Source: an optimization exercise on an open RTL-to-GDS flow (aim: small area, a short achievable clock period and few clock cycles per item). Production flows keep margins and buffers that such runs may drop.
Where RTL was checked, it was by simulation tests only, not by an equivalence proof against the original.
The RTL of runs 1 to 4 was laid out without a check of its function.

==> flow/design.v, too long to show whole: its modules and the start of the top module <==
// module muldiv_unit: 139 lines
// module md_cneg: 18 lines
// module md_add: 58 lines
// module mul_array: 591 lines
// module ex_stage_muldiv: 110 lines
module ex_stage_muldiv
#(
  parameter int unsigned XLEN    = 32,
  parameter int unsigned MUL_LAT = 2
) (
  input  logic            clk,
  input  logic            rst_n,
  input  logic [3:0]      ALUCode_ex,
  input  logic            ALUSrcA_ex,
  input  logic [1:0]      ALUSrcB_ex,
  input  logic [XLEN-1:0] Imm_ex,
  input  logic [XLEN-1:0] PC_ex,
  input  logic [4:0]      rs1Addr_ex,
  input  logic [4:0]      rs2Addr_ex,
  input  logic [XLEN-1:0] rs1Data_ex,
  input  logic [XLEN-1:0] rs2Data_ex,
  input  logic [XLEN-1:0] ALUResult_mem,
  input  logic [4:0]      rdAddr_mem,
  input  logic            RegWrite_mem,
  input  logic [XLEN-1:0] RegWriteData_wb,
  input  logic [4:0]      rdAddr_wb,
  input  logic            RegWrite_wb,
  input  logic            MdValid_ex,
  input  logic [2:0]      MdOp_ex,
  input  logic            Flush_ex,
  output logic [XLEN-1:0] ALUResult_ex,
  output logic [XLEN-1:0] MemWriteData_ex,
  output logic [XLEN-1:0] ALU_A,
  output logic [XLEN-1:0] ALU_B,
  output logic            Stall_ex,
  output logic            MdBusy
);
  // ...
==> flow/flow/run.sh <==
#!/bin/bash
# The standard layout (standard.sh), except that the port buffers are plain buf_2 cells
# instead of the delay buffers buffer_ports picks by default. Every port still gets a buffer.
cp standard.sh standard.sh.txt
export BUFFER_PORTS_ARGS="-buffer_cell sky130_fd_sc_hd__buf_2"
bash standard.sh > standard.log 2>&1
==> flow/standard.sh <==
#!/bin/bash
# synth_recipe.tcl (not shown) runs the flow's synth.tcl, then flattens the netlist and writes it again
# the make line also repeats each setting of config.mk as NAME=value (left out here)
make -C /OpenROAD-flow-scripts/flow DESIGN_CONFIG=/design/flow/config.mk WORK_HOME=/design/flow/orfs CLKGATE_MAP_FILE= SYNTH_SCRIPT=/design/flow/synth_recipe.tcl "${@:-finish}"
==> flow/config.mk <==
export PLATFORM = sky130hd
export DESIGN_NAME = ex_stage_muldiv
export DESIGN_NICKNAME = ex_stage_muldiv
export VERILOG_FILES = /design/flow/design.v
export SDC_FILE = /design/flow/constraint.sdc
export NUM_CORES = 4
export LEC_CHECK = 0
export ABC_AREA = 1
export CAP_MARGIN = 20
export CORE_MARGIN = 2
export CORE_UTILIZATION = 40
export SETUP_SLACK_MARGIN = 5
export SLEW_MARGIN = 20
==> flow/constraint.sdc <==
create_clock -name core_clock -period 16.0 [get_ports {clk}]
set_input_delay 3.2000 -clock core_clock [delete_from_list [all_inputs] [get_ports {clk}]]
set_output_delay 3.2000 -clock core_clock [all_outputs]
set_load 0.01 [all_outputs]
==> impl_metrics.toml, run 1 <==
[finish]
fill_cells = 9310
buf_share = 0.135
nNonClkBuffers = 767
final_cell_mix = "nand2_1 (1234), inv_1 (719), o21ai_0 (469), buf_2 (331), xor2_1 (317)"
multi_input_cells = 4301

[grt]
grt_overflow = 0
use_met3 = 0.113

[detailed_routing]
drt_pass1_iterations = 8

[sta]
relSlewSlack = 0.250
hold_violations = 0

[worst_setup_path]
crit_family = "buffers and inverters"
cp-start-kind = "input pin"
cp-end-kind = "output pin"
cpPeakStageDelay_ps = 370

[synthesis]
yosys.area.top_type_share = 0.165
synthMuxAreaShare = 0.00398
synthSimpleGateAreaFrac = 0.229
synth-compound-area-share = 0.205
synth-edff-count = 111
syn_inst = 5544

[place]
place_ws_ps = 2950

[floorplan]
nWellTaps = 1254

[clocking]
htreeDepth = 4
cts_setup_buffers = 170

[outcome]
status = "no timing/DRC/antenna violations"
==> module muldiv_unit, before the edit <==
module muldiv_unit (
  input  logic        clk,
  input  logic        rst_n,
  input  logic        md_valid,
  input  logic [2:0]  md_op,
  input  logic        flush,
  input  logic [31:0] op_a,
  input  logic [31:0] op_b,
  output logic        stall,
  output logic        busy,
  output logic        done,
  output logic [31:0] result
);
  localparam logic [2:0] MD_MUL    = 3'd0;
  localparam logic [2:0] MD_MULH   = 3'd1;
  localparam logic [2:0] MD_MULHSU = 3'd2;
  localparam logic [2:0] MD_MULHU  = 3'd3;
  localparam logic [1:0] S_IDLE = 2'd0;
  localparam logic [1:0] S_M1   = 2'd1;   
  localparam logic [1:0] S_M2   = 2'd3;   
  localparam logic [1:0] S_DIV  = 2'd2;   
  function automatic [5:0] lzc32(input [31:0] x);
    integer i;
    begin
      lzc32 = 6'd32;
      for (i = 0; i < 32; i = i + 1) if (x[i]) lzc32 = 31 - i;
    end
  endfunction
  logic [1:0]  st;
  logic [31:0] rq, qq, dq;      
  logic        aq_hi;           
  logic        b15, p16;        
  logic        bx;              
  logic        mul_hi;          
  logic [5:0]  pos;             
  logic        op_rem, q_neg, r_neg, q_ones;
  logic        idle, start, is_div;
  assign idle   = (st == S_IDLE);
  assign start  = idle && md_valid;
  assign is_div = md_op[2];
  logic        a_sgn, b_sgn;
  logic [32:0] m_a;
  logic [16:0] m_b;
  logic [32:0] m_acc;
  logic        m_x;
  logic [48:0] cs_s, cs_c, m_out;
  logic        m_co;
  assign a_sgn = (md_op == MD_MULH) || (md_op == MD_MULHSU);
  assign b_sgn = (md_op == MD_MULH);
  assign m_a   = {aq_hi, dq};
  assign m_b   = (st == S_M1) ? {qq[15:0], 1'b0} : {qq[31:16], b15};
  assign m_acc = (st == S_M1) ? 33'd0 : {rq[31], rq, p16};
  assign m_x   = (st == S_M2) & bx;
  mul_array u_arr (.m_a(m_a), .m_b(m_b), .m_acc(m_acc), .m_x(m_x), .cs_s(cs_s), .cs_c(cs_c));
  md_add #(49) u_cpa (.a(cs_s), .b(cs_c), .ci(1'b0), .s(m_out), .co(m_co));
  logic        d_sgn, d_sa, d_sb, d_bz;
  logic [31:0] d_ma, d_mb;
  logic [5:0]  d_za, d_zb;
  assign d_sgn = ~md_op[0];
  assign d_sa  = d_sgn & op_a[31];
  assign d_sb  = d_sgn & op_b[31];
  md_cneg u_nega (.x(op_a), .en(d_sa), .y(d_ma));
  md_cneg u_negb (.x(op_b), .en(d_sb), .y(d_mb));
  assign d_bz  = (op_b == 32'd0);
  assign d_za  = lzc32(d_ma);
  assign d_zb  = lzc32(d_mb);
  logic [4:0]  sh_amt;
  logic [31:0] d_al;
  assign sh_amt = d_zb[4:0] - d_za[4:0];
  assign d_al   = d_mb << sh_amt;
  logic [31:0] t1, t2, r1, rn, qn, d2;
  logic        c1, c2, ge1, ge2, two, last, pos_neg;
  logic [5:0]  pos_nx;
  assign pos_neg = pos[5];
  assign two  = ~pos_neg & (pos != 6'd0);
  assign last = pos_neg | (pos[4:1] == 4'd0);
  md_add #(32) u_sub1 (.a(rq), .b(~dq), .ci(1'b1), .s(t1), .co(c1));
  assign ge1  = c1 & ~pos_neg;
  assign r1   = ge1 ? t1 : rq;
  assign d2   = {1'b0, dq[31:1]};
  md_add #(32) u_sub2 (.a(r1), .b(~d2), .ci(1'b1), .s(t2), .co(c2));
  assign ge2  = c2 & two;
  assign rn   = ge2 ? t2 : r1;
  assign qn   = two ? {qq[29:0], ge1, ge2} : {qq[30:0], ge1};
  assign pos_nx = pos - 6'd2;
  logic [31:0] mul_res, div_val, div_res;
  assign mul_res = mul_hi ? m_out[47:16] : {m_out[15:0], qq[15:0]};
  assign div_val = op_rem ? rn : qn;
  md_cneg u_negr (.x(div_val), .en(op_rem ? r_neg : q_neg), .y(div_res));
  assign done   = (st == S_M2) || (st == S_DIV && last);
  assign result = (st == S_M2) ? mul_res : (div_res | {32{q_ones}});
  assign stall  = rst_n && !flush && (start || (st == S_M1) || (st == S_DIV && !last));
  assign busy   = (st == S_M1) || (st == S_DIV && !last);
  always_ff @(posedge clk or negedge rst_n) begin
    if (!rst_n) begin
      st <= S_IDLE;
    end else if (flush) begin
      st <= S_IDLE;
    end else begin
      case (st)
        S_IDLE:  if (md_valid) st <= is_div ? S_DIV : S_M1;
        S_M1:    st <= S_M2;
        S_DIV:   if (last) st <= S_IDLE;
        default: st <= S_IDLE;
      endcase
    end
  end
  always_ff @(posedge clk) begin
    if (start) begin
      if (is_div) begin
        rq     <= d_ma;
        dq     <= d_al;
        qq     <= 32'd0;
        pos    <= (d_bz || d_za > d_zb) ? 6'h3f : {1'b0, sh_amt};
        op_rem <= md_op[1];
        q_neg  <= d_sa ^ d_sb;
        r_neg  <= d_sa;
        q_ones <= d_bz & ~md_op[1];
      end else begin
        qq     <= op_b;
        dq     <= op_a;
        aq_hi  <= a_sgn & op_a[31];
        b15    <= op_b[15];
        bx     <= ~b_sgn & op_b[31];
        mul_hi <= (md_op != MD_MUL);
        q_ones <= 1'b0;
      end
    end else if (st == S_M1) begin
      rq        <= m_out[48:17];
      p16       <= m_out[16];
      qq[15:0]  <= m_out[15:0];
    end else if (st == S_DIV) begin
      rq  <= rn;
      qq  <= qn;
      dq  <= {2'b0, dq[31:2]};
      pos <= pos_nx;
    end
  end
endmodule
==> module ex_stage_muldiv, before the edit <==
module ex_stage_muldiv
#(
  parameter int unsigned XLEN    = 32,
  parameter int unsigned MUL_LAT = 2
) (
  input  logic            clk,
  input  logic            rst_n,
  input  logic [3:0]      ALUCode_ex,
  input  logic            ALUSrcA_ex,
  input  logic [1:0]      ALUSrcB_ex,
  input  logic [XLEN-1:0] Imm_ex,
  input  logic [XLEN-1:0] PC_ex,
  input  logic [4:0]      rs1Addr_ex,
  input  logic [4:0]      rs2Addr_ex,
  input  logic [XLEN-1:0] rs1Data_ex,
  input  logic [XLEN-1:0] rs2Data_ex,
  input  logic [XLEN-1:0] ALUResult_mem,
  input  logic [4:0]      rdAddr_mem,
  input  logic            RegWrite_mem,
  input  logic [XLEN-1:0] RegWriteData_wb,
  input  logic [4:0]      rdAddr_wb,
  input  logic            RegWrite_wb,
  input  logic            MdValid_ex,
  input  logic [2:0]      MdOp_ex,
  input  logic            Flush_ex,
  output logic [XLEN-1:0] ALUResult_ex,
  output logic [XLEN-1:0] MemWriteData_ex,
  output logic [XLEN-1:0] ALU_A,
  output logic [XLEN-1:0] ALU_B,
  output logic            Stall_ex,
  output logic            MdBusy
);
  localparam logic [3:0] ALU_ADD  = 4'd0;
  localparam logic [3:0] ALU_SUB  = 4'd1;
  localparam logic [3:0] ALU_SLL  = 4'd2;
  localparam logic [3:0] ALU_SLT  = 4'd3;
  localparam logic [3:0] ALU_SLTU = 4'd4;
  localparam logic [3:0] ALU_XOR  = 4'd5;
  localparam logic [3:0] ALU_SRL  = 4'd6;
  localparam logic [3:0] ALU_SRA  = 4'd7;
  localparam logic [3:0] ALU_OR   = 4'd8;
  localparam logic [3:0] ALU_AND  = 4'd9;
  localparam logic [3:0] ALU_LUI  = 4'd10;
  logic            mem_a, mem_b, wb_a, wb_b;
  logic [XLEN-1:0] fwd_a_data, fwd_b_data, alu_result, md_result;
  logic            md_done;
  assign mem_a = RegWrite_mem && rdAddr_mem != 5'd0 && rdAddr_mem == rs1Addr_ex;
  assign mem_b = RegWrite_mem && rdAddr_mem != 5'd0 && rdAddr_mem == rs2Addr_ex;
  assign wb_a  = RegWrite_wb  && rdAddr_wb  != 5'd0 && rdAddr_wb  == rs1Addr_ex;
  assign wb_b  = RegWrite_wb  && rdAddr_wb  != 5'd0 && rdAddr_wb  == rs2Addr_ex;
  assign fwd_a_data = mem_a ? ALUResult_mem : wb_a ? RegWriteData_wb : rs1Data_ex;
  assign fwd_b_data = mem_b ? ALUResult_mem : wb_b ? RegWriteData_wb : rs2Data_ex;
  assign MemWriteData_ex = fwd_b_data;
  assign ALU_A           = ALUSrcA_ex ? PC_ex : fwd_a_data;
  always_comb begin
    case (ALUSrcB_ex)
      2'd0:    ALU_B = fwd_b_data;
      2'd1:    ALU_B = Imm_ex;
      2'd2:    ALU_B = XLEN'(4);
      default: ALU_B = '0;
    endcase
  end
  logic            is_sub, is_sll, is_sra, lt_s, lt_u, co;
  logic [XLEN-1:0] bx, sum, sh_in, sh_out, sh_res;
  logic [4:0]      shamt;
  assign is_sub = (ALUCode_ex == ALU_SUB) || (ALUCode_ex == ALU_SLT) || (ALUCode_ex == ALU_SLTU);
  assign bx     = ALU_B ^ {XLEN{is_sub}};
  md_add #(XLEN, 1) u_add (.a(ALU_A), .b(bx), .ci(is_sub), .s(sum), .co(co));
  assign lt_u   = ~co;
  assign lt_s   = (ALU_A[XLEN-1] ^ ALU_B[XLEN-1]) ? ALU_A[XLEN-1] : sum[XLEN-1];
  assign is_sll  = (ALUCode_ex == ALU_SLL);
  assign is_sra  = (ALUCode_ex == ALU_SRA);
  assign shamt   = ALU_B[4:0];
  always_comb begin
    for (int i = 0; i < XLEN; i++) sh_in[i] = is_sll ? ALU_A[XLEN-1-i] : ALU_A[i];
  end
  assign sh_out = XLEN'($signed({is_sra & ALU_A[XLEN-1], sh_in}) >>> shamt);
  always_comb begin
    for (int i = 0; i < XLEN; i++) sh_res[i] = is_sll ? sh_out[XLEN-1-i] : sh_out[i];
  end
  logic sel_sum, sel_sh, sel_xor, sel_or, sel_and, sel_b, sel_slt, sel_sltu;
  logic [XLEN-1:0] res_other;
  assign sel_sum  = ~md_done & ((ALUCode_ex == ALU_ADD) || (ALUCode_ex == ALU_SUB));
  assign sel_sh   = ~md_done & ((ALUCode_ex == ALU_SLL) || (ALUCode_ex == ALU_SRL) || (ALUCode_ex == ALU_SRA));
  assign sel_xor  = ~md_done & (ALUCode_ex == ALU_XOR);
  assign sel_or   = ~md_done & (ALUCode_ex == ALU_OR);
  assign sel_and  = ~md_done & (ALUCode_ex == ALU_AND);
  assign sel_b    = ~md_done & (ALUCode_ex == ALU_LUI);
  assign sel_slt  = ~md_done & (ALUCode_ex == ALU_SLT);
  assign sel_sltu = ~md_done & (ALUCode_ex == ALU_SLTU);
  assign res_other = (sh_res & {XLEN{sel_sh}}) | ((ALU_A ^ ALU_B) & {XLEN{sel_xor}}) |
                     ((ALU_A | ALU_B) & {XLEN{sel_or}}) | ((ALU_A & ALU_B) & {XLEN{sel_and}}) |
                     (ALU_B & {XLEN{sel_b}}) | (md_result & {XLEN{md_done}}) |
                     {{(XLEN-1){1'b0}}, (lt_s & sel_slt) | (lt_u & sel_sltu)};
  assign alu_result = (sum & {XLEN{sel_sum}}) | res_other;
  muldiv_unit u_muldiv (
    .clk      (clk),
    .rst_n    (rst_n),
    .md_valid (MdValid_ex),
    .md_op    (MdOp_ex),
    .flush    (Flush_ex),
    .op_a     (fwd_a_data),
    .op_b     (fwd_b_data),
    .stall    (Stall_ex),
    .busy     (MdBusy),
    .done     (md_done),
    .result   (md_result)
  );
  assign ALUResult_ex = alu_result;
endmodule
==> inputs of run 2 (changes only) <==
--- a/flow/design.v
+++ b/flow/design.v
@@ -9,6 +9,7 @@
   output logic        stall,
   output logic        busy,
-  output logic        done,
-  output logic [31:0] result
+  output logic        done,      
+  output logic        owns,      
+  output logic [31:0] result     
 );
   localparam logic [2:0] MD_MUL    = 3'd0;
@@ -35,8 +36,9 @@
   logic [5:0]  pos;             
   logic        op_rem, q_neg, r_neg, q_ones;
-  logic        idle, start, is_div;
+  logic        idle, start, is_div, d_q0, fast;
   assign idle   = (st == S_IDLE);
   assign start  = idle && md_valid;
   assign is_div = md_op[2];
+  assign fast   = is_div && d_q0;     
   logic        a_sgn, b_sgn;
   logic [32:0] m_a;
@@ -65,4 +67,5 @@
   assign d_za  = lzc32(d_ma);
   assign d_zb  = lzc32(d_mb);
+  assign d_q0  = (d_za > d_zb);
   logic [4:0]  sh_amt;
   logic [31:0] d_al;
@@ -88,7 +91,9 @@
   assign div_val = op_rem ? rn : qn;
   md_cneg u_negr (.x(div_val), .en(op_rem ? r_neg : q_neg), .y(div_res));
-  assign done   = (st == S_M2) || (st == S_DIV && last);
-  assign result = (st == S_M2) ? mul_res : (div_res | {32{q_ones}});
-  assign stall  = rst_n && !flush && (start || (st == S_M1) || (st == S_DIV && !last));
+  assign done   = (start && fast) || (st == S_M2) || (st == S_DIV && last);
+  assign owns   = ~idle | md_valid;
+  assign result = idle ? (op_a & {32{md_valid & fast & md_op[1]}}) :
+                  (st == S_M2) ? mul_res : (div_res | {32{q_ones}});
+  assign stall  = rst_n && !flush && ((start && !fast) || (st == S_M1) || (st == S_DIV && !last));
   assign busy   = (st == S_M1) || (st == S_DIV && !last);
   always_ff @(posedge clk or negedge rst_n) begin
@@ -99,5 +104,5 @@
     end else begin
       case (st)
-        S_IDLE:  if (md_valid) st <= is_div ? S_DIV : S_M1;
+        S_IDLE:  if (md_valid && !fast) st <= is_div ? S_DIV : S_M1;
         S_M1:    st <= S_M2;
         S_DIV:   if (last) st <= S_IDLE;
@@ -112,5 +117,5 @@
         dq     <= d_al;
         qq     <= 32'd0;
-        pos    <= (d_bz || d_za > d_zb) ? 6'h3f : {1'b0, sh_amt};
+        pos    <= d_bz ? 6'h3f : {1'b0, sh_amt};
         op_rem <= md_op[1];
         q_neg  <= d_sa ^ d_sb;
@@ -850,5 +855,5 @@
   logic            mem_a, mem_b, wb_a, wb_b;
   logic [XLEN-1:0] fwd_a_data, fwd_b_data, alu_result, md_result;
-  logic            md_done;
+  logic            md_done, md_owns;
   assign mem_a = RegWrite_mem && rdAddr_mem != 5'd0 && rdAddr_mem == rs1Addr_ex;
   assign mem_b = RegWrite_mem && rdAddr_mem != 5'd0 && rdAddr_mem == rs2Addr_ex;
@@ -887,15 +892,15 @@
   logic sel_sum, sel_sh, sel_xor, sel_or, sel_and, sel_b, sel_slt, sel_sltu;
   logic [XLEN-1:0] res_other;
-  assign sel_sum  = ~md_done & ((ALUCode_ex == ALU_ADD) || (ALUCode_ex == ALU_SUB));
-  assign sel_sh   = ~md_done & ((ALUCode_ex == ALU_SLL) || (ALUCode_ex == ALU_SRL) || (ALUCode_ex == ALU_SRA));
-  assign sel_xor  = ~md_done & (ALUCode_ex == ALU_XOR);
-  assign sel_or   = ~md_done & (ALUCode_ex == ALU_OR);
-  assign sel_and  = ~md_done & (ALUCode_ex == ALU_AND);
-  assign sel_b    = ~md_done & (ALUCode_ex == ALU_LUI);
-  assign sel_slt  = ~md_done & (ALUCode_ex == ALU_SLT);
-  assign sel_sltu = ~md_done & (ALUCode_ex == ALU_SLTU);
+  assign sel_sum  = ~md_owns & ((ALUCode_ex == ALU_ADD) || (ALUCode_ex == ALU_SUB));
+  assign sel_sh   = ~md_owns & ((ALUCode_ex == ALU_SLL) || (ALUCode_ex == ALU_SRL) || (ALUCode_ex == ALU_SRA));
+  assign sel_xor  = ~md_owns & (ALUCode_ex == ALU_XOR);
+  assign sel_or   = ~md_owns & (ALUCode_ex == ALU_OR);
+  assign sel_and  = ~md_owns & (ALUCode_ex == ALU_AND);
+  assign sel_b    = ~md_owns & (ALUCode_ex == ALU_LUI);
+  assign sel_slt  = ~md_owns & (ALUCode_ex == ALU_SLT);
+  assign sel_sltu = ~md_owns & (ALUCode_ex == ALU_SLTU);
   assign res_other = (sh_res & {XLEN{sel_sh}}) | ((ALU_A ^ ALU_B) & {XLEN{sel_xor}}) |
                      ((ALU_A | ALU_B) & {XLEN{sel_or}}) | ((ALU_A & ALU_B) & {XLEN{sel_and}}) |
-                     (ALU_B & {XLEN{sel_b}}) | (md_result & {XLEN{md_done}}) |
+                     (ALU_B & {XLEN{sel_b}}) | md_result |
                      {{(XLEN-1){1'b0}}, (lt_s & sel_slt) | (lt_u & sel_sltu)};
   assign alu_result = (sum & {XLEN{sel_sum}}) | res_other;
@@ -911,4 +916,5 @@
     .busy     (MdBusy),
     .done     (md_done),
+    .owns     (md_owns),
     .result   (md_result)
   );
==> run 2 against run 1 <==
Sequential share of layout area up 0.20 points. Still clean. Highest routed layer unchanged. Hold slack worse by 26 ps. First-iteration DRC count rose by 1.7%. Fmax fell by 6.3%. Global-route usage fell by 0.87 points. Count of clock-buffer cells in the layout decreased by 3. Critical path depth rose by 9. Die area fell by 0.70%. Sequential cell count is the same. Utilization decreased by 0.68 points. Critical endpoint is now ALUResult_ex[20].
==> impl_metrics.toml, run 2 <==
[outcome]
status = "no timing/DRC/antenna violations"

[synthesis]
synth_top_family_by_area = "adder cells"
synthXorXnorAreaFrac = 0.0994
synth_seq_area_share = 0.0911
synth_common_cells = "nand2_1 (1391), inv_1 (676), o21ai_0 (490), xor2_1 (370), o22ai_1 (338)"
syn_nets = 6373
syn_inst = 5592
synth-main-ff-cell = "edfxtp_1"
ys_types = 71
syn_area_per_cell_um2 = 6.64
synth.largest_area_cell = "fa_1"
yosys_warnings = 14
yosysMostFrequentCell = "nand2_1"
synth-compound-area-share = 0.205
ys_seq_elements = 113
yosys.area.top_type_share = 0.166
synthTopCellsByArea = "fa_1 (17%), nand2_1 (14%), edfxtp_1 (9.0%)"
synthArstFlopShare = 0.0177
synthAdderAreaFrac = 0.249
synth-edff-count = 111
synthMuxAreaShare = 0.00324
synthSimpleGateAreaFrac = 0.239
synth_area_um2 = 37100

[detailed_routing]
routedWlPerCell_um = 27.5
ant_nets = 0
vias = 44400
drt_iter0_drc = 6062
wl_um = 201000
drt_pass1_iterations = 8
via_per_inst = 6.08
drc = 0

[floorplan]
fp.coreArea_um2 = 91800
die_w_um = 309
fp.dieH_um = 309
die_area_um2 = 95300
io_pins = 358
num_rows = 111
initial_core_util = 0.404

[grt]
use_met3 = 0.0960
antenna_found_initial = 22
track_usage = 0.406
grt_pass1_vias = 41000
grt_busiest_layer = "met2"
use_met1 = 0.511
met2_usage = 0.607
grt_max_degree = 78
grt_pass1_wl_um = 284000
grt_overflow = 0

[sta]
hold_violations = 0
period_share = 0.758
period_minus_slack_ps = 12120
setup_viol_count_final = 0
drv_slew = 0
rsz0062_at_grt = "yes"
fin_skew_ps = 17.6
setup_ws_ps = 3880
whs_ps = 596
relSlewSlack = 0.176
fin_setup_tns_ps = 0
worst_pin_slew_ps = 1230
fmax_mhz = 82.5

[hold_path]
hold_class = "reg -> reg"

[clocking]
cts_buffers = 17
cts_tree = "yes"
clock-sinks = 113
htreeDepth = 4
clk_latency_ps = 460
cts.clk_slew.worst_paths_ps = 50
cts_root_buf = "clkbuf_16"
cts_buffer_depth = 2

[place]
portBuffers = 357
place_ws_ps = 1940
dp_hpwl_um = 152000
placed_cell_area_um2 = 40600
place.gp.congestion = 1.06

[worst_setup_path]
slowest_stage = "xor2_1"
cp-start-kind = "input pin"
critPathKind = "in -> out"
worstPathArrival_ps = 8920
cp_num_buf_inv = 11
worstPathMaxFanout = 7
r2r_slack_ps = 7940
worst-endpoint-required_ps = 12800
crit_top_cell = "nand2_1"
crit_family = "simple AND/OR/NAND/NOR gates"
cp-end-kind = "output pin"
cpPeakStageDelay_ps = 350

[finish]
fill_cells = 9280
final_common_cell = "nand2_1"
syn_to_final_growth_pct = 23.4
final_area_um2 = 45800
reg_top3 = "u_muldiv.dq x32, u_muldiv.qq x32, u_muldiv.rq x32"
final_cell_mix = "nand2_1 (1336), inv_1 (643), o21ai_0 (441), xor2_1 (349), buf_2 (339)"
layout-drive-gt1-share = 0.198
nets = 6817

[run]
cap_violations = 0
## run 2: changes by cell type in the layout (fill, tap and decap cells not counted), moves of 32 or more
cell,delta
xor2_1,+32
nand3_1,+77
nand2_2,-44
o211ai_1,-47
o22ai_1,+38
fa_1,+61
nand2_1,+102
fa_2,-61
inv_1,-76
## run 2: path summary, 6_finish.rpt
kind | from | end | cells past startpoint
hold reg to reg | u_muldiv.dq[25]$_DFFE_PP_ | u_muldiv.dq[23]$_DFFE_PP_ | 2
setup / recovery | rdAddr_mem[3] | ALUResult_ex[20] | 40
setup reg to reg | u_muldiv.st[1]$_DFFE_PN0P_ | u_muldiv.rq[30]$_DFFE_PP_ | 35
min in group asynchronous | rst_n | u_muldiv.st[0]$_DFFE_PN0P_ | 1
max in group asynchronous | rst_n | u_muldiv.st[1]$_DFFE_PN0P_ | 1
hold / removal | u_muldiv.dq[25]$_DFFE_PP_ | u_muldiv.dq[23]$_DFFE_PP_ | 2
## run 2: stage by stage
step,instances,util
floorplan,5592,-
global placement,7029,0.442
detailed placement,7029,0.442
CTS,7180,0.475
global route,7292,0.499
finish,7304,0.499
## run 2: layer usage
metal	vias to the layer above	routed length [µm]
met5	-	162
met4	18	18400
met3	805	24100
met2	3204	84200
met1	21000	74300
li1	19400	-
## run 2: worst min-delay path: cells and delay by family, from the launching register on
kind	cells	cell delay, ps
flops	1	350
simple gates	2	130
## run 2: cell type report
type	count	area (µm²)	share of cell area
multi-input combinational	4410	31500	0.689
timing repair buffer	747	5740	0.125
sequential	113	3380	0.0738
inverter	743	2950	0.0643
tap	1243	1560	0.0339
clock buffer	18	429	0.00937
clock inverter	12	144	0.00314
antenna	14	35.0	0.000765
timing repair inverter	4	33.8	0.000737
## run 2: kinds of logic (layout without fill, tap and decap cells)
group,Yosys count,after routing
xor+xnor,419,419
fa+ha+maj,553,553
mux,12,12
flops,113,113
simple gates,2132,2138
buf+inv,1075,1524
compound gates,1288,1288
other cells,0,14
## run 2: timing repair
action                                  CTS  global route
endpoints found under the setup margin   33            33
pin swaps                                72           125
buffers inserted                        105            97
resized for setup                       287           281
hold buffers                              0             0
cloned                                   16            12
==> inputs of run 3 (changes only) <==
--- a/flow/config.mk
+++ b/flow/config.mk
@@ -12,2 +12,3 @@
 export SETUP_SLACK_MARGIN = 5
 export SLEW_MARGIN = 20
+export TNS_END_PERCENT = 0
==> run 3 against run 2 <==
Cell count about the same. Fmax up 1.1%. Utilization is 0.46 points lower. Non-clock buffer count shrank 4. Critical path type unchanged. Critical endpoint is now ALUResult_ex[10]. Largest cell class unchanged.
==> impl_metrics.toml, run 3 <==
[outcome]
status = "no timing/DRC/antenna violations"

[sta]
period_share = 0.750
fin_setup_tns_ps = 0
setup_viol_count_final = 0
worst_pin_slew_ps = 1220
fmax_mhz = 83.4
hold_violations = 0
fin_skew_ps = 14.9
relSlewSlack = 0.189
rsz0062_at_grt = "yes"
drv_slew = 0
period_minus_slack_ps = 12000

[synthesis]
yosys_warnings = 14
ys_types = 71
synth-edff-count = 111
synth-main-ff-cell = "edfxtp_1"
synth_common_cells = "nand2_1 (1391), inv_1 (676), o21ai_0 (490), xor2_1 (370), o22ai_1 (338)"
synthArstFlopShare = 0.0177
synth_area_um2 = 37100
syn_inst = 5592
yosysMostFrequentCell = "nand2_1"
ys_seq_elements = 113
synthTopCellsByArea = "fa_1 (17%), nand2_1 (14%), edfxtp_1 (9.0%)"
syn_area_per_cell_um2 = 6.64
synth.largest_area_cell = "fa_1"
syn_nets = 6373
yosys.area.top_type_share = 0.166
synth_seq_area_share = 0.0911

[floorplan]
fp.dieH_um = 309
fp.coreArea_um2 = 91800
die_w_um = 309
num_rows = 111
initial_core_util = 0.404
io_pins = 358
die_area_um2 = 95300

[place]
portBuffers = 357
place.gp.congestion = 1.08
placed_cell_area_um2 = 40600
dp_hpwl_um = 149000

[clocking]
cts_buffers = 17
htreeDepth = 4
clk_latency_ps = 450
cts.clk_slew.worst_paths_ps = 60
cts_tree = "yes"
cts_buffer_depth = 2
hold_buffers = 0
cts_root_buf = "clkbuf_16"
clock-sinks = 113

[worst_setup_path]
worstPathArrival_ps = 8800
worstPathMaxFanout = 8
cpPeakStageDelay_ps = 310
cp-start-kind = "input pin"
worst-endpoint-required_ps = 12800
slowest_stage = "a221oi_1"
critPathKind = "in -> out"
crit_top_cell = "buf_4"
cp-end-kind = "output pin"

[detailed_routing]
drc = 0
routedWlPerCell_um = 26.7
ant_nets = 0
wl_met2_um = 80900
drt_pass1_iterations = 8
met1Wirelength_um = 73500
met3WireLength_um = 22600
drt_iter0_drc = 5579
vias = 44000
top_layer = "met5"
via_per_inst = 6.03
wl_um = 195000

[finish]
syn_to_final_growth_pct = 22.2
final_common_cell = "nand2_1"
final_area_um2 = 45400
final_cell_mix = "nand2_1 (1332), inv_1 (637), o21ai_0 (440), buf_2 (343), xor2_1 (342)"
reg_top3 = "u_muldiv.dq x32, u_muldiv.qq x32, u_muldiv.rq x32"
layout-drive-gt1-share = 0.200
nets = 6815

[hold_path]
hold_class = "reg -> reg"

[grt]
antenna_found_initial = 15
grt_max_degree = 78
track_usage = 0.398
grt_overflow = 0
grt_pass1_wl_um = 279000
grt_pass1_vias = 40600

[run]
cap_violations = 0
-- run 3: cell counts after synthesis --
Identical to the previous run, type by type.
-- run 3: area by class of cell --
cell class / instances / area, µm²
timing repair buffer: 743 / 5460
timing repair inverter: 5 / 33.8
multi-input combinational: 4411 / 31400
tap: 1243 / 1560
fill: 9364 / 46400
clock buffer: 17 / 425
sequential: 113 / 3380
clock inverter: 15 / 161
antenna: 10 / 25.0
inverter: 743 / 2920
-- run 3: cell families after synthesis --
family,Yosys count,share of synthesized area
and+or+nand+nor,2132,0.239
AOI/OAI and AO/OA,1288,0.205
buffers and inverters,1075,0.113
adders and majority gates,553,0.249
xor gates and xnor gates,419,0.0994
DFF,113,0.0911
muxes,12,0.00324
-- run 3: worst paths after layout --
kind / startpoint / endpoint / slack (ps) / depth (start not counted)
setup / recovery: rdAddr_mem[2] / ALUResult_ex[10] / 4000 / 42
min in group asynchronous: rst_n / u_muldiv.st[1]$_DFFE_PN0P_ / 2580 / 1
hold reg to reg: u_muldiv.dq[25]$_DFFE_PP_ / u_muldiv.dq[23]$_DFFE_PP_ / 610 / 2
max in group asynchronous: rst_n / u_muldiv.st[0]$_DFFE_PN0P_ / 13280 / 1
hold / removal: u_muldiv.dq[25]$_DFFE_PP_ / u_muldiv.dq[23]$_DFFE_PP_ / 610 / 2
setup reg to reg: u_muldiv.st[1]$_DFFE_PN0P_ / u_muldiv.rq[21]$_DFFE_PP_ / 7890 / 34
-- run 3: timing repair --
item | 4_1_cts | 5_1_grt
pin swaps | 84 | 102
endpoints found under the setup margin | 33 | 33
gates resized for setup | 337 | 205
gates cloned | 18 | 5
buffers inserted | 120 | 85
-- run 3: stage by stage --
step / util / cells / setup WS [ps] / hold slack (ps)
after floorplan: - / 5592 / 4980 / 545
after global placement: 0.442 / 7030 / 1520 / 588
after detailed placement: 0.442 / 7030 / 1870 / 591
after CTS: 0.477 / 7200 / 4200 / 607
after global routing: 0.494 / 7290 / 3840 / 627
final: 0.494 / 7300 / 4000 / 605
-- run 3: worst max-delay path: cells and delay by family --
family                     cells  cell delay (ps)
AOI/OAI and AO/OA              7             1220
adders and majority gates      1              170
and+or+nand+nor               18             2170
xor gates and xnor gates       1              150
buffers and inverters         15             1820
-- run 3: routing by layer --
metal,vias up,global-route usage
li1,19400,-
met1,20800,0.513
met2,3089,0.592
met3,738,0.0844
met4,14,0.283
met5,-,0
==> inputs of run 4 (changes only) <==
==> flow/run.sh (new file) <==
#!/bin/bash
# synth_recipe.tcl (not shown) runs the flow's synth.tcl, then flattens the netlist and writes it again
# the make line also repeats each setting of config.mk as NAME=value (left out here)
make -C /OpenROAD-flow-scripts/flow DESIGN_CONFIG=/design/flow/config.mk WORK_HOME=/design/flow/orfs CLKGATE_MAP_FILE= SYNTH_SCRIPT=/design/flow/synth_recipe.tcl finish
removed: flow/flow/run.sh
removed: flow/standard.sh
==> run 4 against run 3 <==
Synthesized area unchanged. Count of clock-buffer cells in the layout unchanged. Clock skew decreased by 1.9 ps. Register-to-register slack got worse by 440 ps. Die area unchanged. Largest cell class unchanged. Critical path depth decreased by 4. Critical path type unchanged. Non-clock buffer count increased by 42.
==> impl_metrics.toml, run 4 <==
[synthesis]
syn_nets = 6373
yosysMostFrequentCell = "nand2_1"
ys_types = 71
synth-edff-count = 111
ys_seq_elements = 113
syn_inst = 5592
synth_common_cells = "nand2_1 (1391), inv_1 (676), o21ai_0 (490), xor2_1 (370), o22ai_1 (338)"
synthTopCellsByArea = "fa_1 (17%), nand2_1 (14%), edfxtp_1 (9.0%)"
synthArstFlopShare = 0.0177
synth-main-ff-cell = "edfxtp_1"
yosys.area.top_type_share = 0.166
synth_area_um2 = 37100
syn_area_per_cell_um2 = 6.64
synth_seq_area_share = 0.0911
synth.largest_area_cell = "fa_1"
yosys_warnings = 14

[worst_setup_path]
worst-endpoint-required_ps = 12800
crit_start = "rdAddr_wb[2]"
critPathKind = "in -> out"
worstPathMaxFanout = 7
cp-end-kind = "output pin"
slowest_stage = "ha_1"
cpPeakStageDelay_ps = 350
worstPathArrival_ps = 8820
r2r_slack_ps = 7450
cp-start-kind = "input pin"
r2r_start = "u_muldiv.st[1]$_DFFE_PN0P_"
crit_top_cell = "nor2_4"

[clocking]
htreeDepth = 4
hold_buffers = 0
cts.clk_slew.worst_paths_ps = 60
cts_buffers = 17
clock-sinks = 113
cts_root_buf = "clkbuf_16"
cts_tree = "yes"
clk_latency_ps = 450
cts_buffer_depth = 2

[outcome]
status = "no timing/DRC/antenna violations"

[finish]
fin_util = 0.523
reg_top3 = "u_muldiv.dq x32, u_muldiv.qq x32, u_muldiv.rq x32"
nets = 6857
instances_no_fill = 7343
layout-drive-gt1-share = 0.160
final_area_um2 = 48000
final_cell_mix = "nand2_1 (1328), inv_1 (642), o21ai_0 (449), buf_4 (347), xor2_1 (333)"
syn_to_final_growth_pct = 29.3
final_common_cell = "nand2_1"

[sta]
setup_viol_count_final = 0
fin_setup_tns_ps = 0
period_share = 0.752
relSlewSlack = 0.225
rsz0062_at_grt = "yes"
drv_slew = 0
hold_violations = 0
worst_pin_slew_ps = 1160
fin_skew_ps = 13.0
period_minus_slack_ps = 12020
fmax_mhz = 83.2

[run]
cap_violations = 0

[grt]
grt_overflow = 0
grt_pass1_vias = 41700
track_usage = 0.423
antenna_found_initial = 22
grt_max_degree = 78
grt_pass1_wl_um = 293000

[detailed_routing]
drt_pass1_iterations = 6
drc = 0
via_per_inst = 6.05
drt_iter0_drc = 5849
vias = 44400
wl_um = 209000
routedWlPerCell_um = 28.4
ant_nets = 0

[place]
place.gp.congestion = 1.08
dp_hpwl_um = 159000
placed_cell_area_um2 = 42400
placed_cells = 7043
portBuffers = 357

[hold_path]
worstHoldStart = "u_muldiv.dq[25]$_DFFE_PP_"
hold_class = "reg -> reg"

[floorplan]
fp.coreArea_um2 = 91800
fp.dieH_um = 309
initial_core_util = 0.404
die_area_um2 = 95300
io_pins = 358
die_w_um = 309
num_rows = 111
-- run 4: cell counts after synthesis --
No cell type changed its count.
-- run 4: per-stage QoR --
step | worst slack [ps] | hold WS (ps)
global route | 3640 | 620
global placement | 1700 | 577
floorplan | 4980 | 545
CTS | 4020 | 621
detailed placement | 1600 | 605
finish | 3980 | 614
-- run 4: critical path: cells and delay by family --
| kind | cells | cell delay (ps) |
|---|---|---|
| fa+ha+maj | 1 | 350 |
| compound gates | 8 | 1220 |
| buf+inv | 10 | 1310 |
| xor+xnor | 2 | 320 |
| simple gates | 17 | 2430 |
-- run 4: cell families (layout without fill, tap and decap cells) --
kind of cell | count (synthesis) | count (layout) | share of synthesized area
other | 0 | 11 | 0
AO/OA/AOI/OAI | 1288 | 1288 | 0.205
XOR/XNOR | 419 | 419 | 0.0994
multiplexers | 12 | 12 | 0.00324
flip-flops | 113 | 113 | 0.0911
adder cells (fa/ha/maj) | 553 | 553 | 0.249
buffers and inverters | 1075 | 1561 | 0.113
AND/OR/NAND/NOR | 2132 | 2143 | 0.239
-- run 4: final cells by class --
type,count,area [µm²]
Sequential cell,113,3380
Clock buffer,17,425
Antenna cell,11,27.5
Multi-Input combinational cell,4415,31800
Tap cell,1243,1560
Fill cell,9203,43800
Inverter,743,2940
Timing Repair inverter,1,5.00
Timing Repair Buffer,785,7600
Clock inverter,15,233
-- run 4: what timing repair did --
item                       4_1_cts  5_1_grt
resized for setup              470      306
buffers inserted               120      109
pin swaps                       93      111
setup endpoints to repair       33       33
cloned                          19        9
-- run 4: worst paths after layout --
path	end	depth (start not counted)
setup / recovery	ALUResult_ex[2]	38
hold / removal	u_muldiv.dq[23]$_DFFE_PP_	2
setup reg to reg	u_muldiv.rq[10]$_DFFE_PP_	28
hold reg to reg	u_muldiv.dq[23]$_DFFE_PP_	2
max in group asynchronous	u_muldiv.st[1]$_DFFE_PN0P_	1
min in group asynchronous	u_muldiv.st[0]$_DFFE_PN0P_	1
-- run 4: layer usage --
metal	routed length, µm	share of wire	global-route usage	up-vias
li1	-	-	-	19500
met1	78200	0.37	0.529	21000
met2	88300	0.42	0.642	3079
met3	22500	0.11	0.0855	787
met4	19700	0.094	0.318	24
met5	151	0.00072	0	-
==> inputs of run 5 (changes only) <==
--- a/flow/design.v
+++ b/flow/design.v
@@ -67,5 +67,12 @@
   assign d_za  = lzc32(d_ma);
   assign d_zb  = lzc32(d_mb);
-  assign d_q0  = (d_za > d_zb);
+  logic [31:0] d_ua, d_ub, d_ub_hi;
+  assign d_ua = d_sa ? {op_a[30:0] ^ 31'h7fff_ffff, 1'b1} : op_a;
+  assign d_ub = op_b ^ {32{d_sb}};
+  always_comb begin
+    d_ub_hi[31] = 1'b0;                        
+    for (int i = 30; i >= 0; i--) d_ub_hi[i] = d_ub_hi[i+1] | d_ub[i+1];
+  end
+  assign d_q0  = ~|(d_ua & ~d_ub_hi) & (d_ub_hi[0] | d_ub[0] | d_sb);
   logic [4:0]  sh_amt;
   logic [31:0] d_al;
@@ -117,5 +124,5 @@
         dq     <= d_al;
         qq     <= 32'd0;
-        pos    <= d_bz ? 6'h3f : {1'b0, sh_amt};
+        pos    <= (d_bz || d_za > d_zb) ? 6'h3f : {1'b0, sh_amt};
         op_rem <= md_op[1];
         q_neg  <= d_sa ^ d_sb;
==> flow/flow/run.sh (new file) <==
#!/bin/bash
# The standard layout (standard.sh), except that the port buffers are plain buf_2 cells
# instead of the delay buffers buffer_ports picks by default. Every port still gets a buffer.
cp standard.sh standard.sh.txt
export BUFFER_PORTS_ARGS="-buffer_cell sky130_fd_sc_hd__buf_2"
bash standard.sh > standard.log 2>&1
==> flow/standard.sh (new file) <==
#!/bin/bash
# synth_recipe.tcl (not shown) runs the flow's synth.tcl, then flattens the netlist and writes it again
# the make line also repeats each setting of config.mk as NAME=value (left out here)
make -C /OpenROAD-flow-scripts/flow DESIGN_CONFIG=/design/flow/config.mk WORK_HOME=/design/flow/orfs CLKGATE_MAP_FILE= SYNTH_SCRIPT=/design/flow/synth_recipe.tcl "${@:-finish}"
--- a/flow/config.mk
+++ b/flow/config.mk
@@ -12,3 +12,2 @@
 export SETUP_SLACK_MARGIN = 5
 export SLEW_MARGIN = 20
-export TNS_END_PERCENT = 0
removed: flow/run.sh
==> run 5 against run 4 <==
Hold slack lost 31 ps. Cell count up 1.7%. Still clean. Design area down 1.4%. Via count rose by 2.3%. Sequential share of layout area is 0.10 points higher. Die area increased by 2.1%. Fmax rose by 6.0%. Non-clock buffer count is 21 lower. Critical path type is now reg -> out. Worst setup slack better by 680 ps.
==> impl_metrics.toml, run 5 <==
[clocking]
cts.clk_slew.worst_paths_ps = 60
cts_tree = "yes"
cts_root_buf = "clkbuf_16"
clock-sinks = 113
clk_latency_ps = 460
htreeDepth = 4
cts_buffer_depth = 2
cts_buffers = 17
hold_buffers = 0

[floorplan]
initial_core_util = 0.405
fp.dieH_um = 312
io_pins = 358
die_area_um2 = 97300
num_rows = 112
die_w_um = 312
fp.coreArea_um2 = 93600

[place]
portBuffers = 357
place.gp.congestion = 1.03
placed_cells = 7167
place_ws_ps = 2810
dp_hpwl_um = 156000

[worst_setup_path]
cp-end-kind = "output pin"
r2r_slack_ps = 8360
worst-endpoint-required_ps = 12800
worstPathArrival_ps = 8150
crit_top_cell = "buf_4"
slowest_stage = "fa_1"
reg2regPathDepth = 40
critPathKind = "reg -> out"
cp-start-kind = "register"
worstPathMaxFanout = 12
cpPeakStageDelay_ps = 520

[synthesis]
synth.largest_area_cell = "fa_1"
syn_inst = 5732
synthArstFlopShare = 0.0177
synth-main-ff-cell = "edfxtp_1"
syn_area_per_cell_um2 = 6.62
ys_seq_elements = 113
synth-edff-count = 111
synth_area_um2 = 37900
synth_seq_area_share = 0.0892
yosysMostFrequentCell = "nand2_1"
syn_nets = 6514
yosys_warnings = 14
ys_types = 76
synth_common_cells = "nand2_1 (1405), inv_1 (684), o21ai_0 (473), xor2_1 (357), o22ai_1 (343)"
yosys.area.top_type_share = 0.163
synthTopCellsByArea = "fa_1 (16%), nand2_1 (14%), edfxtp_1 (8.8%)"

[sta]
relSlewSlack = 0.245
worst_pin_slew_ps = 1130
period_share = 0.709
fin_skew_ps = 12.6
setup_viol_count_final = 0
fmax_mhz = 88.1
hold_violations = 0
drv_slew = 0
fin_setup_tns_ps = 0
period_minus_slack_ps = 11350
setup_ws_ps = 4650
rsz0062_at_grt = "yes"

[finish]
instances_no_fill = 7467
final_common_cell = "nand2_1"
reg_top3 = "u_muldiv.dq x32, u_muldiv.qq x32, u_muldiv.rq x32"
multi_input_area_um2 = 32600
nets = 6969
layout-drive-gt1-share = 0.222
register_area_um2 = 3380
syn_to_final_growth_pct = 24.8
fill_cells = 9555
final_cell_mix = "nand2_1 (1332), inv_1 (645), o21ai_0 (393), buf_2 (345), xor2_1 (326)"

[detailed_routing]
via_per_inst = 6.08
met1Wirelength_um = 76000
drc = 0
wl_um = 208000
ant_nets = 0
vias = 45400
wl_met2_um = 86100
met3WireLength_um = 23900
drt_pass1_iterations = 7
drt_iter0_drc = 6130
top_layer = "met5"
routedWlPerCell_um = 27.9

[grt]
grt_max_degree = 69
antenna_found_initial = 16
track_usage = 0.413
grt_pass1_wl_um = 296000
grt_overflow = 0
grt_pass1_vias = 42800

[run]
cap_violations = 0

[hold_path]
hold_class = "reg -> reg"
holdPathStages = 1

[outcome]
status = "no timing/DRC/antenna violations"
## run 5: logic make-up after synthesis
group | share of synthesized area
adder cells (fa/ha/maj) | 0.244
AND/OR/NAND/NOR | 0.237
multiplexers | 0.00449
flip-flops | 0.0892
XOR/XNOR | 0.0946
AO/OA/AOI/OAI | 0.217
buffers and inverters | 0.114
## run 5: critical path: cells and delay by family, from the launching register on
family          cells  cell delay [ps]
compound gates      7             1560
fa+ha+maj           8             3180
buf+inv             9             1250
flops               1              410
simple gates        6              800
xor+xnor            2              500
## run 5: area by class of cell
cell class | count | area share
clock inverters | 15 | 0.00301
inverters | 771 | 0.0647
flip-flops and latches | 113 | 0.0715
repair inverters | 5 | 0.000899
well taps | 1254 | 0.0331
repair buffers | 764 | 0.128
diodes | 13 | 0.000687
clock buffers | 17 | 0.00899
multi-input cells | 4515 | 0.689
## run 5: final timing paths
| kind | from | endpoint |
|---|---|---|
| worst max-delay path | u_muldiv.st[0]$_DFFE_PN0P_ | ALUResult_ex[13] |
| worst min-delay path | u_muldiv.pos[1]$_DFFE_PP_ | u_muldiv.pos[1]$_DFFE_PP_ |
| worst max register to register | u_muldiv.st[1]$_DFFE_PN0P_ | u_muldiv.rq[29]$_DFFE_PP_ |
| worst min register to register | u_muldiv.pos[1]$_DFFE_PP_ | u_muldiv.pos[1]$_DFFE_PP_ |
| max in group asynchronous | rst_n | u_muldiv.st[1]$_DFFE_PN0P_ |
| min in group asynchronous | rst_n | u_muldiv.st[0]$_DFFE_PN0P_ |
## run 5: per-layer routing
layer | vias to the layer above | track usage
met2 | 3230 | 0.608
met5 | - | 0
met1 | 21400 | 0.503
met3 | 870 | 0.102
li1 | 20000 | -
met4 | 12 | 0.355
## run 5: metrics by stage
stage / hold slack [ps] / cell area (µm²) / util
CTS: 590 / 45600 / 0.487
finish: 583 / 47300 / 0.506
detailed placement: 568 / 41300 / 0.441
global route: 600 / 47300 / 0.506
floorplan: 528 / 38000 / -
global placement: 559 / 41300 / 0.441
## run 5: what timing repair did
action                                  in CTS  in global routing
gates cloned                                26                  9
pin swaps                                  122                153
endpoints found under the setup margin      58                 64
buffers inserted                           149                 70
gates resized for setup                    449                276
Testbench counts of run 5, summed over its fixed seeds: cycles 25,297, instrs 12,000.
==> inputs of run 6 (changes only) <==
--- a/flow/config.mk
+++ b/flow/config.mk
@@ -12,2 +12,3 @@
 export SETUP_SLACK_MARGIN = 5
 export SLEW_MARGIN = 20
+export TNS_END_PERCENT = 0
==> run 6 against run 5 <==
Still clean on timing, DRC and antenna. Die area unchanged. Synthesized cell count unchanged. Design area down 3.5%. Fmax down 1.2%. Clock skew up 0.70 ps. Synthesized area unchanged. Global-route usage down 0.62 points. Hold slack better by 10 ps. Highest routed layer unchanged.
==> impl_metrics.toml, run 6 <==
[outcome]
status = "no timing/DRC/antenna violations"

[synthesis]
synthSimpleGateAreaFrac = 0.237
ys_seq_elements = 113
synth_top_family_by_area = "adder cells"
yosys.area.top_type_share = 0.163
synth-edff-count = 111
synth-main-ff-cell = "edfxtp_1"
synth.largest_area_cell = "fa_1"
syn_area_per_cell_um2 = 6.62
synthXorXnorAreaFrac = 0.0946
synth-compound-area-share = 0.217
synthArstFlopShare = 0.0177
syn_nets = 6514
yosys_warnings = 14
synth_common_cells = "nand2_1 (1405), inv_1 (684), o21ai_0 (473), xor2_1 (357), o22ai_1 (343)"
synthTopCellsByArea = "fa_1 (16%), nand2_1 (14%), edfxtp_1 (8.8%)"
yosysMostFrequentCell = "nand2_1"
synth_area_um2 = 37900
syn_inst = 5732
synthMuxAreaShare = 0.00449
synthAdderAreaFrac = 0.244
ys_types = 76
synth_seq_area_share = 0.0892

[clocking]
clock-sinks = 113
cts_buffers = 17
cts_root_buf = "clkbuf_16"
htreeDepth = 4
cts_tree = "yes"
cts_buffer_depth = 2
hold_buffers = 0
clk_latency_ps = 470
cts.clk_slew.worst_paths_ps = 50

[floorplan]
fp.dieH_um = 312
num_rows = 112
io_pins = 358
initial_core_util = 0.405
fp.coreArea_um2 = 93600
die_w_um = 312
die_area_um2 = 97300

[finish]
instances_no_fill = 7387
nets = 6882
final_cell_mix = "nand2_1 (1350), inv_1 (662), o21ai_0 (427), buf_2 (354), xor2_1 (341)"
reg_top3 = "u_muldiv.dq x32, u_muldiv.qq x32, u_muldiv.rq x32"
layout-drive-gt1-share = 0.188
final_common_cell = "nand2_1"
syn_to_final_growth_pct = 20.5
fill_cells = 9765

[worst_setup_path]
crit_start = "rs1Addr_ex[0]"
cp_num_buf_inv = 5
worstPathMaxFanout = 31
crit_path_cell_trace = "buf_2, xnor2_2, nand2_1, nor2_2, nand3_4, buf_4, buf_4, bufbuf_16, o21ai_1, nand2_1, o21ai_1, o21ai_0, nand2_1, o21ai_1, o21ai_0, o21ai_1, o21ai_0, o22ai_1, nand2_1, nand3_1, o2111ai_1, nor2_1, o21ai_0, buf_2"
worstPathArrival_ps = 8280
cp-end-kind = "output pin"
critPathKind = "in -> out"
cp-start-kind = "input pin"
crit_family = "compound AO/OA/AOI/OAI gates"
slowest_stage = "o21ai_1"
worst-endpoint-required_ps = 12800
cpPeakStageDelay_ps = 890
r2r_start = "u_muldiv.st[1]$_DFFE_PN0P_"

[sta]
fin_setup_tns_ps = 0
relSlewSlack = 0.235
setup_viol_count_final = 0
fmax_mhz = 87.1
worst_pin_slew_ps = 1140
fin_skew_ps = 13.3
drv_slew = 0
setup_ws_ps = 4520
period_share = 0.717
period_minus_slack_ps = 11480
rsz0062_at_grt = "yes"
hold_violations = 0

[place]
place_ws_ps = 2810
portBuffers = 357
dp_hpwl_um = 156000
place.gp.congestion = 1.03
placed_cells = 7167

[detailed_routing]
drc = 0
drt_pass1_iterations = 10
met1Wirelength_um = 75200
drt_iter0_drc = 6047
via_per_inst = 6.08
routedWlPerCell_um = 27.8
top_layer = "met5"
ant_nets = 0
wl_met2_um = 84700
vias = 44900
met3WireLength_um = 23500
wl_um = 205000

[hold_path]
hold_class = "reg -> reg"
worstHoldStart = "u_muldiv.pos[1]$_DFFE_PP_"

[grt]
antenna_found_initial = 21
grt_overflow = 0
track_usage = 0.406
grt_max_degree = 69
grt_pass1_wl_um = 292000
grt_pass1_vias = 42000

[run]
cap_violations = 0
run 6: cell types whose count changed in the layout (fill, tap and decap cells not counted), moves of 11 or more:
| cell | delta |
|---|---|
| xor2_1 | +15 |
| o21ai_0 | +34 |
| nand2_1 | +18 |
| buf_4 | -67 |
| o21ai_1 | -17 |
| inv_2 | -15 |
| nand2_2 | -14 |
| fa_2 | -23 |
| fa_1 | +23 |
| buf_6 | -26 |
| nand3_1 | +11 |
| o21ai_2 | -15 |
| inv_1 | +17 |
run 6: routing by layer:
| layer | vias to the layer above | GRT usage |
|---|---|---|
| li1 | 19800 | - |
| met5 | - | 0 |
| met4 | 16 | 0.340 |
| met2 | 3131 | 0.598 |
| met1 | 21200 | 0.498 |
| met3 | 846 | 0.103 |
run 6: cell type report:
| cell class | count | area (µm²) | share of cell area |
|---|---|---|---|
| multi-input cells | 4515 | 31800 | 0.697 |
| repair buffers | 678 | 5230 | 0.114 |
| flip-flops and latches | 113 | 3380 | 0.0740 |
| inverters | 771 | 3030 | 0.0662 |
| well taps | 1254 | 1570 | 0.0343 |
| clock buffers | 17 | 425 | 0.00931 |
| clock inverters | 15 | 143 | 0.00312 |
| diodes | 20 | 50.0 | 0.00110 |
| repair inverters | 4 | 30.0 | 0.000657 |
run 6: cell families (layout without fill, tap and decap cells):
| kind of cell | Yosys count | in the layout |
|---|---|---|
| compound gates | 1388 | 1388 |
| xor+xnor | 408 | 408 |
| fa+ha+maj | 554 | 554 |
| buf+inv | 1109 | 1485 |
| flops | 113 | 113 |
| mux | 17 | 17 |
| other cells | 0 | 20 |
| simple gates | 2143 | 2148 |
run 6: final timing paths:
| path | endpoint | slack, ps | depth (start not counted) |
|---|---|---|---|
| setup / recovery | ALUResult_ex[1] | 4520 | 24 |
| hold / removal | u_muldiv.pos[1]$_DFFE_PP_ | 590 | 1 |
| setup reg to reg | u_muldiv.rq[26]$_DFFE_PP_ | 8330 | 33 |
| hold reg to reg | u_muldiv.pos[1]$_DFFE_PP_ | 590 | 1 |
| max in group asynchronous | u_muldiv.st[0]$_DFFE_PN0P_ | 13250 | 1 |
| min in group asynchronous | u_muldiv.st[1]$_DFFE_PN0P_ | 2580 | 1 |
run 6: what timing repair did:
item / in CTS / in global routing
gates resized for setup: 259 / 213
cloned: 21 / 13
endpoints found under the setup margin: 58 / 71
setup buffers: 93 / 41
pin swaps: 71 / 127
run 6: metrics by stage:
stage          hold WS [ps]   util  cell area [µm²]
6_report                593  0.488            45700
5_1_grt                 600  0.488            45700
4_1_cts                 590  0.473            44300
3_5_place_dp            568  0.441            41300
3_3_place_gp            559  0.441            41300
2_1_floorplan           528      -            38000
==> inputs of run 7 (changes only) <==
--- a/flow/design.v
+++ b/flow/design.v
@@ -51,7 +51,7 @@
   assign b_sgn = (md_op == MD_MULH);
   assign m_a   = {aq_hi, dq};
-  assign m_b   = (st == S_M1) ? {qq[15:0], 1'b0} : {qq[31:16], b15};
-  assign m_acc = (st == S_M1) ? 33'd0 : {rq[31], rq, p16};
-  assign m_x   = (st == S_M2) & bx;
+  assign m_b   = {qq[15:0], b15 & st[1]};
+  assign m_acc = st[1] ? {rq[31], rq, p16} : 33'd0;
+  assign m_x   = st[1] & bx;
   mul_array u_arr (.m_a(m_a), .m_b(m_b), .m_acc(m_acc), .m_x(m_x), .cs_s(cs_s), .cs_c(cs_c));
   md_add #(49) u_cpa (.a(cs_s), .b(cs_c), .ci(1'b0), .s(m_out), .co(m_co));
@@ -95,5 +95,5 @@
   assign pos_nx = pos - 6'd2;
   logic [31:0] mul_res, div_val, div_res;
-  assign mul_res = mul_hi ? m_out[47:16] : {m_out[15:0], qq[15:0]};
+  assign mul_res = mul_hi ? m_out[47:16] : {m_out[15:0], qq[31:16]};
   assign div_val = op_rem ? rn : qn;
   md_cneg u_negr (.x(div_val), .en(op_rem ? r_neg : q_neg), .y(div_res));
@@ -101,5 +101,5 @@
   assign owns   = ~idle | md_valid;
   assign result = idle ? (op_a & {32{md_valid & fast & md_op[1]}}) :
-                  (st == S_M2) ? mul_res : (div_res | {32{q_ones}});
+                  st[0] ? mul_res : (div_res | {32{q_ones}});       
   assign stall  = rst_n && !flush && ((start && !fast) || (st == S_M1) || (st == S_DIV && !last));
   assign busy   = (st == S_M1) || (st == S_DIV && !last);
@@ -141,5 +141,5 @@
       rq        <= m_out[48:17];
       p16       <= m_out[16];
-      qq[15:0]  <= m_out[15:0];
+      qq        <= {m_out[15:0], qq[31:16]};
     end else if (st == S_DIV) begin
       rq  <= rn;
==> flow/flow/run.sh (replaced) <==
#!/bin/bash
# The standard layout (standard.sh), except that the port buffers are plain buf_2 cells
# instead of the delay buffers buffer_ports picks by default. Every port still gets a buffer.
# make's full output goes to standard.log; ORFS's per-step logs stay under orfs/logs.
export BUFFER_PORTS_ARGS="-buffer_cell sky130_fd_sc_hd__buf_2"
bash standard.sh > standard.log 2>&1
==> run 7 against run 6 <==
Sequential share of layout area is 0.20 points higher. Synthesized area grew 0.93%. Utilization fell by 1.9 points. Wire length rose by 1.8%. Critical path depth rose by 1. Clock skew increased by 2.5 ps. Critical path type unchanged. Sequential cell count unchanged. Still clean. Highest routed layer unchanged. Cell count is essentially flat.
==> impl_metrics.toml, run 7 <==
[sta]
whs_ps = 643
setup_ws_ps = 4440
fmax_mhz = 86.5
fin_setup_tns_ps = 0
worst_pin_slew_ps = 1270
rsz0062_at_grt = "yes"
period_share = 0.723
relSlewSlack = 0.144
fin_skew_ps = 15.8
hold_violations = 0
drv_slew = 0
setup_viol_count_final = 0
period_minus_slack_ps = 11560

[hold_path]
hold_class = "reg -> reg"
worstHoldStart = "u_muldiv.pos[1]$_DFFE_PP_"

[grt]
grt_pass1_vias = 42200
grt_overflow = 0
grt_max_degree = 70
grt_pass1_wl_um = 298000
antenna_found_initial = 19
track_usage = 0.415

[worst_setup_path]
slowest_stage = "o21ai_0"
crit_family = "compound AO/OA/AOI/OAI gates"
cp-end-kind = "output pin"
cpPeakStageDelay_ps = 800
worst-endpoint-required_ps = 12800
r2r_start = "u_muldiv.qq[13]$_DFFE_PP_"
cp-start-kind = "input pin"
crit_start = "rs1Addr_ex[2]"
worstPathArrival_ps = 8360
worstPathMaxFanout = 20
critPathKind = "in -> out"
cp_num_buf_inv = 4

[place]
place.gp.congestion = 1.05
place_ws_ps = 3010
portBuffers = 357
dp_hpwl_um = 158000
placed_cell_area_um2 = 41500

[synthesis]
synth-edff-count = 111
synthArstFlopShare = 0.0177
synth.largest_area_cell = "fa_1"
synthTopCellsByArea = "fa_1 (16%), nand2_1 (14%), edfxtp_1 (8.7%)"
synth_area_um2 = 38300
syn_inst = 5814
syn_nets = 6595
synth-main-ff-cell = "edfxtp_1"
yosys.area.top_type_share = 0.161
synth_common_cells = "nand2_1 (1414), inv_1 (722), o21ai_0 (469), nand3_1 (353), xor2_1 (339)"
syn_area_per_cell_um2 = 6.58
yosys_warnings = 14
synth_seq_area_share = 0.0884
yosysMostFrequentCell = "nand2_1"
ys_types = 77
ys_seq_elements = 113

[detailed_routing]
wl_um = 209000
via_per_inst = 6.08
drt_pass1_iterations = 8
ant_nets = 0
routedWlPerCell_um = 28.3
drc = 0
vias = 45000
drt_iter0_drc = 6208

[finish]
reg_top3 = "u_muldiv.dq x32, u_muldiv.qq x32, u_muldiv.rq x32"
final_area_um2 = 44500
final_cell_mix = "nand2_1 (1376), inv_1 (713), o21ai_0 (438), buf_2 (358), nand3_1 (345)"
final_common_cell = "nand2_1"
syn_to_final_growth_pct = 16.3
layout-drive-gt1-share = 0.159
nets = 6880

[clocking]
cts_buffers = 17
clk_latency_ps = 450
cts_tree = "yes"
htreeDepth = 4
cts.clk_slew.worst_paths_ps = 50
cts_root_buf = "clkbuf_16"
cts_buffer_depth = 2
clock-sinks = 113

[floorplan]
die_area_um2 = 98200
fp.coreArea_um2 = 94900
initial_core_util = 0.403
num_rows = 113
io_pins = 358
fp.dieH_um = 313
die_w_um = 313

[run]
cap_violations = 0

[outcome]
status = "no timing/DRC/antenna violations"
## run 7: changes by cell type in the layout (fill, tap and decap cells not counted), sizes merged, moves of 13 or more
cell,previous run,this run
buf,654,591
o22ai,343,319
nand3,322,372
xnor2,49,62
xor2,359,340
o21ai,611,593
o211ai,70,88
inv,728,765
nor2,286,305
## run 7: layer usage
metal | track usage | vias up | part of all wire
met2 | 0.624 | 3126 | 0.42
met4 | 0.312 | 8 | 0.095
met3 | 0.0834 | 770 | 0.11
li1 | - | 19900 | -
met1 | 0.525 | 21200 | 0.37
met5 | 0 | - | 0.00023
## run 7: repair_timing
item	in CTS	in global routing
pin swaps	50	37
endpoints found under the setup margin	33	33
resized for setup	216	72
setup buffers	68	14
hold buffers	0	0
gates cloned	18	4
## run 7: kinds of logic (layout without fill, tap and decap cells)
family          count (synthesis)  after routing  synth area share
simple gates                 2235           2245             0.248
compound gates               1342           1344             0.208
buf+inv                      1150           1436             0.117
fa+ha+maj                     553            553             0.241
xor+xnor                      402            402            0.0922
flops                         113            113            0.0884
mux                            19             19           0.00497
other cells                     0             14                 0
## run 7: final timing paths
check | end | slack [ps] | depth (start not counted)
setup / recovery | ALUResult_ex[2] | 4440 | 25
hold / removal | u_muldiv.pos[1]$_DFFE_PP_ | 640 | 1
setup reg to reg | u_muldiv.rq[30]$_DFFE_PP_ | 8290 | 32
hold reg to reg | u_muldiv.pos[1]$_DFFE_PP_ | 640 | 1
max in group asynchronous | u_muldiv.st[1]$_DFFE_PN0P_ | 13220 | 1
min in group asynchronous | u_muldiv.st[0]$_DFFE_PN0P_ | 2590 | 1
## run 7: cell type report
cell class	instances	area [µm²]
Inverter	803	3070
Clock buffer	17	425
Timing Repair Buffer	601	4200
Multi-Input combinational cell	4563	31500
Fill cell	9939	50400
Antenna cell	14	35.0
Tap cell	1265	1580
Sequential cell	113	3380
Clock inverter	15	256
## run 7: worst register-to-register path, delay by kind of cell (launching register included)
kind | cells | cell delay [ps]
compound gates | 8 | 1740
simple gates | 10 | 1000
xor+xnor | 2 | 380
fa+ha+maj | 6 | 2660
buf+inv | 6 | 1390
flops | 1 | 320
## run 7: metrics by stage
stage	util	cells
floorplan	-	5814
global placement	0.437	7240
detailed placement	0.437	7240
CTS	0.464	7358
global route	0.469	7387
finish	0.469	7391
Testbench counts of run 7, summed over its fixed seeds: cycles 25,297, instrs 12,000.

[re-timing with driven ports]
How much do the figures lean on ideal ports? The routed layouts below were timed once more, with nothing changed but the port constraints. Step 1 (the two cells are an assumption about what drives the block):
set clk [get_ports {clk}]
set_driving_cell -lib_cell sky130_fd_sc_hd__clkbuf_16 $clk
set_driving_cell -lib_cell sky130_fd_sc_hd__buf_2 [delete_from_list [all_inputs] $clk]
Step 2 moves the port delays by t, midway between the first and last clock arrival at a register: inputs arrive t later, outputs are due t later. That takes back most of the time a late clock gives input paths. Three values: no drivers, after step 1, after step 2; two values: the first two.
run | t (ns) | setup WS [ns] | worst setup path at the end
run 1 | 0.526 | 4.643 / 4.594 / 4.604 | input to output
run 2 | 0.496 | 3.879 / 3.848 / 3.848 | input to output
run 3 | 0.491 | 4.005 / 3.958 / 3.958 | input to output
run 4 | 0.506 | 3.975 / 3.946 / 3.946 | input to output
run 5 | 0.512 | 4.655 / 4.596 / 4.705 | input to output
run 6 | 0.517 | 4.522 / 4.503 / 4.503 | input to output
run 7 | 0.504 | 4.436 / 4.417 / 4.417 | input to output
After both steps every run listed still meets setup and hold. For run 3, which loses most, drivers alone change the setup slack by -0.047 ns; drivers and shift together by -0.047 ns.
